Context: an optimization exercise on an open-source flow, tuned for small area and a short achievable clock period. The choices shown serve that exercise and are no tape-out recipe.
Function was checked by simulation only, so behaviour that the tests miss may differ from the original.
The flow treats the clock pin as an ideal source, which a real chip does not have.
Power is estimated from default activity; no workload was simulated.

Design exec_core, start of the top module:
module exec_core (
    input  logic        clk,
    input  logic        reset,
    input  logic        instr_valid,
    input  logic [31:0] instr,
    input  logic [31:0] instr_pc,
    output logic        wb_valid,
    output logic [2:0]  wb_addr,
    output logic [31:0] wb_data,
    output logic        branch_taken,
    output logic [31:0] branch_target
);
Size: about 340 flip-flops, about 140 I/O pins, roughly 23000 um2 of cells after synthesis.
==> flow/config.mk <==
export PLATFORM = sky130hd
export DESIGN_NAME = exec_core
export DESIGN_NICKNAME = exec_core
export VERILOG_FILES = /design/flow/design.v
export SDC_FILE = /design/flow/constraint.sdc
export NUM_CORES = 4
export LEC_CHECK = 0
export CAP_MARGIN = 20
export CORE_MARGIN = 2
export CORE_UTILIZATION = 40
export PLACE_DENSITY = 0.6
export SETUP_SLACK_MARGIN = 5
export SLEW_MARGIN = 20
==> flow/constraint.sdc <==
create_clock -name core_clock -period 12.0 [get_ports {clk}]
set_input_delay 2.4000 -clock core_clock [delete_from_list [all_inputs] [get_ports {clk}]]
set_output_delay 2.4000 -clock core_clock [all_outputs]
set_load 0.01 [all_outputs]
run.sh (not shown) runs the stock make flow with config.mk's settings and CLKGATE_MAP_FILE= SYNTH_SCRIPT=/design/flow/synth_recipe.tcl, a recipe that flattens the netlist after the stock synthesis.
Change:
==> flow/flow/run.sh (new file) <==
#!/bin/bash
# Standard layout, with plain buffers on the ports and setup repair aimed below the clock period.
set -euo pipefail
bash standard.sh "BUFFER_PORTS_ARGS=-buffer_cell sky130_fd_sc_hd__buf_2" "SETUP_SLACK_MARGIN=7" finish > standard_flow.log 2>&1
==> flow/standard.sh (new file) <==
#!/bin/bash
# synth_recipe.tcl (not shown) runs the flow's synth.tcl, then flattens the netlist and writes it again
# the make line also repeats each setting of config.mk as NAME=value (left out here)
make -C /OpenROAD-flow-scripts/flow DESIGN_CONFIG=/design/flow/config.mk WORK_HOME=/design/flow/orfs CLKGATE_MAP_FILE= SYNTH_SCRIPT=/design/flow/synth_recipe.tcl "${@:-finish}"
--- a/flow/config.mk
+++ b/flow/config.mk
@@ -11,3 +11,2 @@
 export PLACE_DENSITY = 0.6
-export SETUP_SLACK_MARGIN = 5
 export SLEW_MARGIN = 20
removed: flow/run.sh
Outcome: Wire length went up by about 15%; sequential share of layout area came out lower by 5.3 points; first-iteration DRC count grows by 11%; die area does not change; clock power falls by about 9%; design area rose by 18%; utilization goes up by 8.5 points; area after synthesis is unchanged; sequential power barely changes; clock skew came out lower by 0.0069 ns; count of clock-buffer cells in the layout rises by 1.
Change:
==> flow/run.sh (new file) <==
#!/bin/bash
# synth_recipe.tcl (not shown) runs the flow's synth.tcl, then flattens the netlist and writes it again
# the make line also repeats each setting of config.mk as NAME=value (left out here)
make -C /OpenROAD-flow-scripts/flow DESIGN_CONFIG=/design/flow/config.mk WORK_HOME=/design/flow/orfs CLKGATE_MAP_FILE= SYNTH_SCRIPT=/design/flow/synth_recipe.tcl finish
--- a/flow/config.mk
+++ b/flow/config.mk
@@ -10,2 +10,3 @@
 export CORE_UTILIZATION = 40
+export CTS_BUF_LIST = sky130_fd_sc_hd__clkbuf_4 sky130_fd_sc_hd__clkbuf_8
 export PLACE_DENSITY = 0.6
removed: flow/flow/run.sh
removed: flow/standard.sh
Clock-buffer cell count climbs by 27.
Final area drops by 17%.
Total power drops by 12%.
Synthesized area is unchanged.
Clock skew climbs by 0.038 ns.
Flip-flop and latch count does not change.
Change:
--- a/flow/config.mk
+++ b/flow/config.mk
@@ -10,3 +10,2 @@
 export CORE_UTILIZATION = 40
-export CTS_BUF_LIST = sky130_fd_sc_hd__clkbuf_4 sky130_fd_sc_hd__clkbuf_8
 export PLACE_DENSITY = 0.6
Outcome: Clock skew came out lower by 0.032 ns. Critical path depth is unchanged. Combinational power barely changes. Wire length barely changes. Count of clock-buffer cells in the layout fell by 28. Global-route usage barely changes. Total power rose by a few percent.


exec_core, a different RTL version from the one above (not shown whole).
Size in the first run: ~2000 cells after synthesis, ~140 I/O pins, about 21000 sq um of cells after synthesis.
export LEC_CHECK = 0
export CAP_MARGIN = 20
export CORE_MARGIN = 2
export CORE_UTILIZATION = 40
export PLACE_DENSITY = 0.6
export SLEW_MARGIN = 20
create_clock -name core_clock -period 12.0 [get_ports {clk}]
standard.sh (not shown) runs the stock make flow with config.mk's settings and CLKGATE_MAP_FILE= SYNTH_SCRIPT=/design/flow/synth_recipe.tcl, a recipe that flattens the netlist after the stock synthesis.
==> flow/flow/run.sh <==
#!/bin/bash
# Standard layout, with plain buffers on the ports, a clock tree of fewer, larger leaf clusters
# and setup repair aimed below the clock period.
set -euo pipefail
bash standard.sh "BUFFER_PORTS_ARGS=-buffer_cell sky130_fd_sc_hd__buf_2" "SETUP_SLACK_MARGIN=7" \
  "CTS_ARGS=-sink_clustering_enable -repair_clock_nets -sink_clustering_size 30 -sink_clustering_max_diameter 80 -buf_list {sky130_fd_sc_hd__clkbuf_4 sky130_fd_sc_hd__clkbuf_8 sky130_fd_sc_hd__clkbuf_16} -dont_use_dummy_load" \
  finish > standard_flow.log 2>&1
The first run passed the timing, DRC and antenna checks.
Change:
==> flow/flow/run.sh (replaced) <==
#!/bin/bash
# Standard layout, with plain buffers on the ports and setup repair aimed below the clock period.
set -euo pipefail
bash standard.sh "BUFFER_PORTS_ARGS=-buffer_cell sky130_fd_sc_hd__buf_2" "SETUP_SLACK_MARGIN=7" finish > standard_flow.log 2>&1
--- a/flow/config.mk
+++ b/flow/config.mk
@@ -9,4 +9,6 @@
 export CORE_MARGIN = 2
 export CORE_UTILIZATION = 40
+export CTS_BUF_LIST = sky130_fd_sc_hd__clkbuf_4 sky130_fd_sc_hd__clkbuf_8
 export PLACE_DENSITY = 0.6
 export SLEW_MARGIN = 20
+export TNS_END_PERCENT = 0
After rerunning:
- The changed run passed the timing, DRC and antenna checks
- maximum frequency came out lower by 1.1%
- worst hold slack is about the same
- routed wire length came out lower by 3.5%
- power climbs by 9.1%
- count of clock-buffer cells in the layout is higher by 50


The RTL this note starts from:
==> flow/design.v <==
`timescale 1ns/1ps
module exec_core (
    input  logic        clk,
    input  logic        reset,
    input  logic        instr_valid,
    input  logic [31:0] instr,
    input  logic [31:0] instr_pc,
    output logic        wb_valid,
    output logic [2:0]  wb_addr,
    output logic [31:0] wb_data,
    output logic        branch_taken,
    output logic [31:0] branch_target
);
    logic [31:0] regs [8];
    logic [3:0]  flags;                                  
    logic [31:0] p_q, g_q;                               
    logic        cin_q;
    logic        wr_q, fl_q, ar_q, br_q, bc_q;           
    logic        sr_q, sl_q;                             
    logic [3:0]  amt_q;                                  
    logic [2:0]  dest_q;
    logic [3:0]  cond_q;
    logic [32:0] c;                                      
    logic [31:0] sum, sh, res;
    always_comb begin
        logic [31:0] gg, pp;
        gg = g_q;
        pp = p_q;
        gg[0] = g_q[0] | (p_q[0] & cin_q);
        for (int d = 1; d < 32; d = d * 2) begin
            logic [31:0] ng, np;
            ng = gg; np = pp;
            for (int i = d; i < 32; i++) begin
                ng[i] = gg[i] | (pp[i] & gg[i-d]);
                np[i] = pp[i] & pp[i-d];
            end
            gg = ng; pp = np;
        end
        c = {gg, cin_q};
    end
    assign sum = p_q ^ c[31:0];
    assign sh  = p_q >> amt_q;                           
    always_comb begin
        res = sum & {32{~(sr_q | sl_q)}};
        for (int i = 0; i < 32; i++)
            res[i] = res[i] | (sr_q & sh[i]) | (sl_q & sh[31-i]);
    end
    logic cond_ok;
    always_comb begin
        case (cond_q)
            4'd0:  cond_ok = flags[2];
            4'd1:  cond_ok = ~flags[2];
            4'd2:  cond_ok = flags[1];
            4'd3:  cond_ok = ~flags[1];
            4'd4:  cond_ok = flags[3];
            4'd5:  cond_ok = ~flags[3];
            4'd6:  cond_ok = flags[0];
            4'd7:  cond_ok = ~flags[0];
            4'd8:  cond_ok = flags[1] & ~flags[2];
            4'd9:  cond_ok = ~flags[1] | flags[2];
            4'd10: cond_ok = flags[3] == flags[0];
            4'd11: cond_ok = flags[3] != flags[0];
            default: cond_ok = 1'b0;
        endcase
    end
    assign wb_valid      = wr_q;
    assign wb_addr       = dest_q;
    assign wb_data       = res;
    assign branch_taken  = br_q & (~bc_q | cond_ok);
    assign branch_target = res;
    logic [6:0]  op;
    logic [15:0] imm;
    logic [2:0]  dest, op1, op2;
    assign op   = instr[31:25];
    assign dest = instr[24:22];
    assign op1  = instr[21:19];
    assign op2  = instr[18:16];
    assign imm  = instr[15:0];
    logic is_mov, is_movt, is_clr, is_set, is_lsl, is_lsr, is_not;
    logic is_b, is_bcond, is_br, is_bra;
    logic alu_fn, is_arith, is_sub, sh_big;
    assign is_mov   = op == 7'b0000000;
    assign is_movt  = op == 7'b0000001;
    assign is_clr   = op == 7'b0000010;
    assign is_set   = op == 7'b0000011;
    assign is_lsl   = op == 7'b0000100;
    assign is_lsr   = op == 7'b0000101;
    assign is_not   = op == 7'b0110110;
    assign is_b     = op == 7'b1100000;
    assign is_bcond = op == 7'b1100001;
    assign is_br    = op == 7'b1100010;
    assign is_bra   = is_b | is_bcond | is_br;
    assign alu_fn   = ~op[6] & op[4] & (op[2:0] != 3'd0) & (op[2:0] <= 3'd5);
    assign is_arith = alu_fn & ~op[2] & (op[1:0] != 2'b11);    
    assign is_sub   = is_arith & ~op[0];
    assign sh_big   = |imm[15:5];
    logic wr_en;
    assign wr_en = alu_fn | is_not | (op[6:3] == 4'b0000 & op[2:0] <= 3'd5);
    logic        use_dest, use_pc, use_rd2;
    logic [7:0]  dec_d, dec_1, dec_2, stale, sel1, sel2;
    logic        fwd1, fwd2;
    logic [31:0] a, b, bimm;
    assign use_dest = ~op[4] & ~op[2];                   
    assign use_pc   = op[6] & ~op[1];
    assign use_rd2  = op[5] & ~op[6];
    always_comb begin
        for (int i = 0; i < 8; i++) begin
            dec_d[i] = dest == i[2:0];
            dec_1[i] = op1 == i[2:0];
            dec_2[i] = op2 == i[2:0];
            stale[i] = wr_q & (dest_q == i[2:0]);
        end
        for (int i = 0; i < 8; i++) begin
            sel1[i] = ~use_pc & (use_dest ? dec_d[i] : dec_1[i]) & ~stale[i];
            sel2[i] = use_rd2 & dec_2[i] & ~stale[i];
        end
        fwd1 = ~use_pc & |((use_dest ? dec_d : dec_1) & stale);
        fwd2 = use_rd2 & |(dec_2 & stale);
    end
    always_comb begin
        a = ({32{fwd1}} & res) | ({32{use_pc}} & instr_pc);
        b = ({32{fwd2}} & res) | ({32{~use_rd2}} & bimm);
        for (int i = 0; i < 8; i++) begin
            a = a | ({32{sel1[i]}} & regs[i]);
            b = b | ({32{sel2[i]}} & regs[i]);
        end
    end
    always_comb begin
        if (op[6])       bimm = {{14{imm[15]}}, imm, 2'b00};    
        else if (~op[4]) bimm = {imm, imm};                      
        else             bimm = {16'd0, imm};
    end
    logic [3:0] tp_hi, tp_lo, tg;
    always_comb begin
        tp_hi = 4'b0000;                                 
        tg    = 4'b0000;
        if (is_arith | is_bra) begin
            tp_hi = is_sub ? 4'b1001 : 4'b0110;          
            tg    = is_sub ? 4'b0100 : 4'b1000;          
        end else if (alu_fn) begin
            case (op[2:0])
                3'd3:    tp_hi = 4'b1000;                
                3'd4:    tp_hi = 4'b1110;                
                default: tp_hi = 4'b0110;                
            endcase
        end
        if (is_not) tp_hi = 4'b0011;
        if (is_set) tp_hi = 4'b1111;
        if (is_lsr & ~sh_big & ~imm[4]) tp_hi = 4'b1100;  
        tp_lo = tp_hi;
        if (is_mov)  begin tp_hi = 4'b1100; tp_lo = 4'b1010; end
        if (is_movt) begin tp_hi = 4'b1010; tp_lo = 4'b1100; end
    end
    logic [31:0] p_d, g_d;
    always_comb begin
        for (int i = 0; i < 32; i++) begin
            p_d[i] = ((i >= 16) ? tp_hi[{a[i], b[i]}] : tp_lo[{a[i], b[i]}]) |
                     (is_lsl & ~sh_big & ~imm[4] & a[31-i]);
            if (i < 16)
                p_d[i] = p_d[i] | (is_lsr & ~sh_big & imm[4] & a[i+16]) |
                                  (is_lsl & ~sh_big & imm[4] & a[15-i]);
            g_d[i] = tg[{a[i], b[i]}];
        end
    end
    logic [31:0] wd;
    assign wd = res & {32{~reset}};
    always_ff @(posedge clk) begin
        for (int i = 0; i < 8; i++)
            if (reset | (wr_q & dest_q == i[2:0])) regs[i] <= wd;
    end
    always_ff @(posedge clk) begin
        if (reset) begin
            flags <= 4'd0;
            wr_q  <= 1'b0;
            br_q  <= 1'b0;
            fl_q  <= 1'b0;
        end else begin
            if (fl_q) begin
                flags[3] <= res[31];
                flags[2] <= res == 32'd0;
                if (ar_q) begin
                    flags[1] <= c[32];
                    flags[0] <= c[32] ^ c[31];
                end
            end
            wr_q <= instr_valid & wr_en;
            br_q <= instr_valid & is_bra;
            fl_q <= instr_valid & alu_fn & op[3];
        end
    end
    always_ff @(posedge clk) begin
        p_q    <= p_d;
        g_q    <= g_d;
        cin_q  <= is_sub;
        ar_q   <= is_arith;
        bc_q   <= is_bcond;
        sr_q   <= is_lsr & ~sh_big;
        sl_q   <= is_lsl & ~sh_big;
        amt_q  <= imm[3:0];
        dest_q <= dest;
        cond_q <= instr[24:21];
    end
endmodule
export LEC_CHECK = 0
export CAP_MARGIN = 20
export CORE_MARGIN = 2
export CORE_UTILIZATION = 40
export PLACE_DENSITY = 0.6
export SLEW_MARGIN = 20
export TNS_END_PERCENT = 0
create_clock -name core_clock -period 12.0 [get_ports {clk}]
==> flow/flow/run.sh <==
#!/bin/bash
# Standard layout, with plain buffers on the ports, a clock tree of fewer, larger leaf clusters,
# setup repair aimed below the clock period and extra repair passes after the clock tree.
set -euo pipefail
bash standard.sh "BUFFER_PORTS_ARGS=-buffer_cell sky130_fd_sc_hd__buf_2" "SETUP_SLACK_MARGIN=7" \
  "CTS_ARGS=-sink_clustering_enable -repair_clock_nets -sink_clustering_size 20 -sink_clustering_max_diameter 60 -buf_list {sky130_fd_sc_hd__clkbuf_8} -dont_use_dummy_load" \
  "POST_CTS_TCL=$(pwd)/flow/post_cts.tcl" \
  finish > standard_flow.log 2>&1
==> flow/flow/post_cts.tcl <==
# More setup repair passes after the clock tree: each repair_timing call with repair_tns 0
# works the worst endpoint until it stalls, so later calls can pick up from there.
repair_timing_helper
repair_timing_helper
detailed_placement
check_placement -verbose
The first run went through all stages and came out clean.
Then changed:
==> flow/flow/run.sh (replaced) <==
#!/bin/bash
# Standard layout, with plain buffers on the ports, a clock tree of fewer, larger leaf clusters
# and setup repair aimed below the clock period.
set -euo pipefail
bash standard.sh "BUFFER_PORTS_ARGS=-buffer_cell sky130_fd_sc_hd__buf_2" "SETUP_SLACK_MARGIN=7" \
  "CTS_ARGS=-sink_clustering_enable -repair_clock_nets -sink_clustering_size 20 -sink_clustering_max_diameter 60 -buf_list {sky130_fd_sc_hd__clkbuf_4 sky130_fd_sc_hd__clkbuf_8 sky130_fd_sc_hd__clkbuf_16} -dont_use_dummy_load" \
  finish > standard_flow.log 2>&1
removed: flow/flow/post_cts.tcl
- The new run completed with no timing, DRC or antenna violations
- power increases by a little under a tenth
- critical path depth is unchanged
- wire length decreases slightly
- worst setup slack gets worse by 0.022 ns
- die area stays the same
- core utilization increases by 0.36 points
- clock skew decreases by 0.017 ns
- via count decreases slightly
- sequential power is about the same
- maximum frequency decreases slightly

-- re-timing with driven ports --
How much do the figures lean on ideal ports? The routed layouts below were timed once more, with nothing changed but the port constraints.
Step 1, drivers: a clkbuf_16 drives clk and a buf_2 each remaining input, both assumed.
Step 2, shift: input delay + t, output delay - t, t = (earliest + latest rising clock arrival at the registers) / 2. This alone moves slack from input paths to output paths.
Slacks: ideal ports / drivers / drivers and shift; pairs: ideal ports / drivers.
run	shift t [ns]	slack for setup (ns)	worst setup path at the end	clock arrival spread, ns	worst register clock-pin slew, ns
the first run of note 1	0.641	5.016 / 4.957 / 4.626	input to register	0.034 / 0.033	0.07 / 0.07
the second run of note 1	0.633	6.385 / 6.326 / 6.231	input to register	0.027 / 0.027	0.07 / 0.07
the third run of note 1	0.737	4.334 / 4.370 / 3.633	input to register	0.064 / 0.064	0.07 / 0.07
the fourth run of note 1	0.643	4.419 / 4.451 / 3.808	input to register	0.033 / 0.032	0.07 / 0.07
the first run of note 2	0.582	6.428 / 6.373 / 6.449	input to register	0.064 / 0.064	0.12 / 0.12
the second run of note 2	0.654	6.368 / 6.317 / 5.805	input to register	0.044 / 0.044	0.08 / 0.08
the first run of note 3	0.684	6.204 / 6.153 / 5.743	input to register	0.055 / 0.055	0.12 / 0.12
the second run of note 3	0.627	6.182 / 6.128 / 5.827	input to register	0.038 / 0.037	0.08 / 0.08
After both steps every run listed still meets setup and hold. The setup slack of the third run of note 1, which loses most, moves by +0.036 ns with the drivers and by -0.701 ns with both steps.
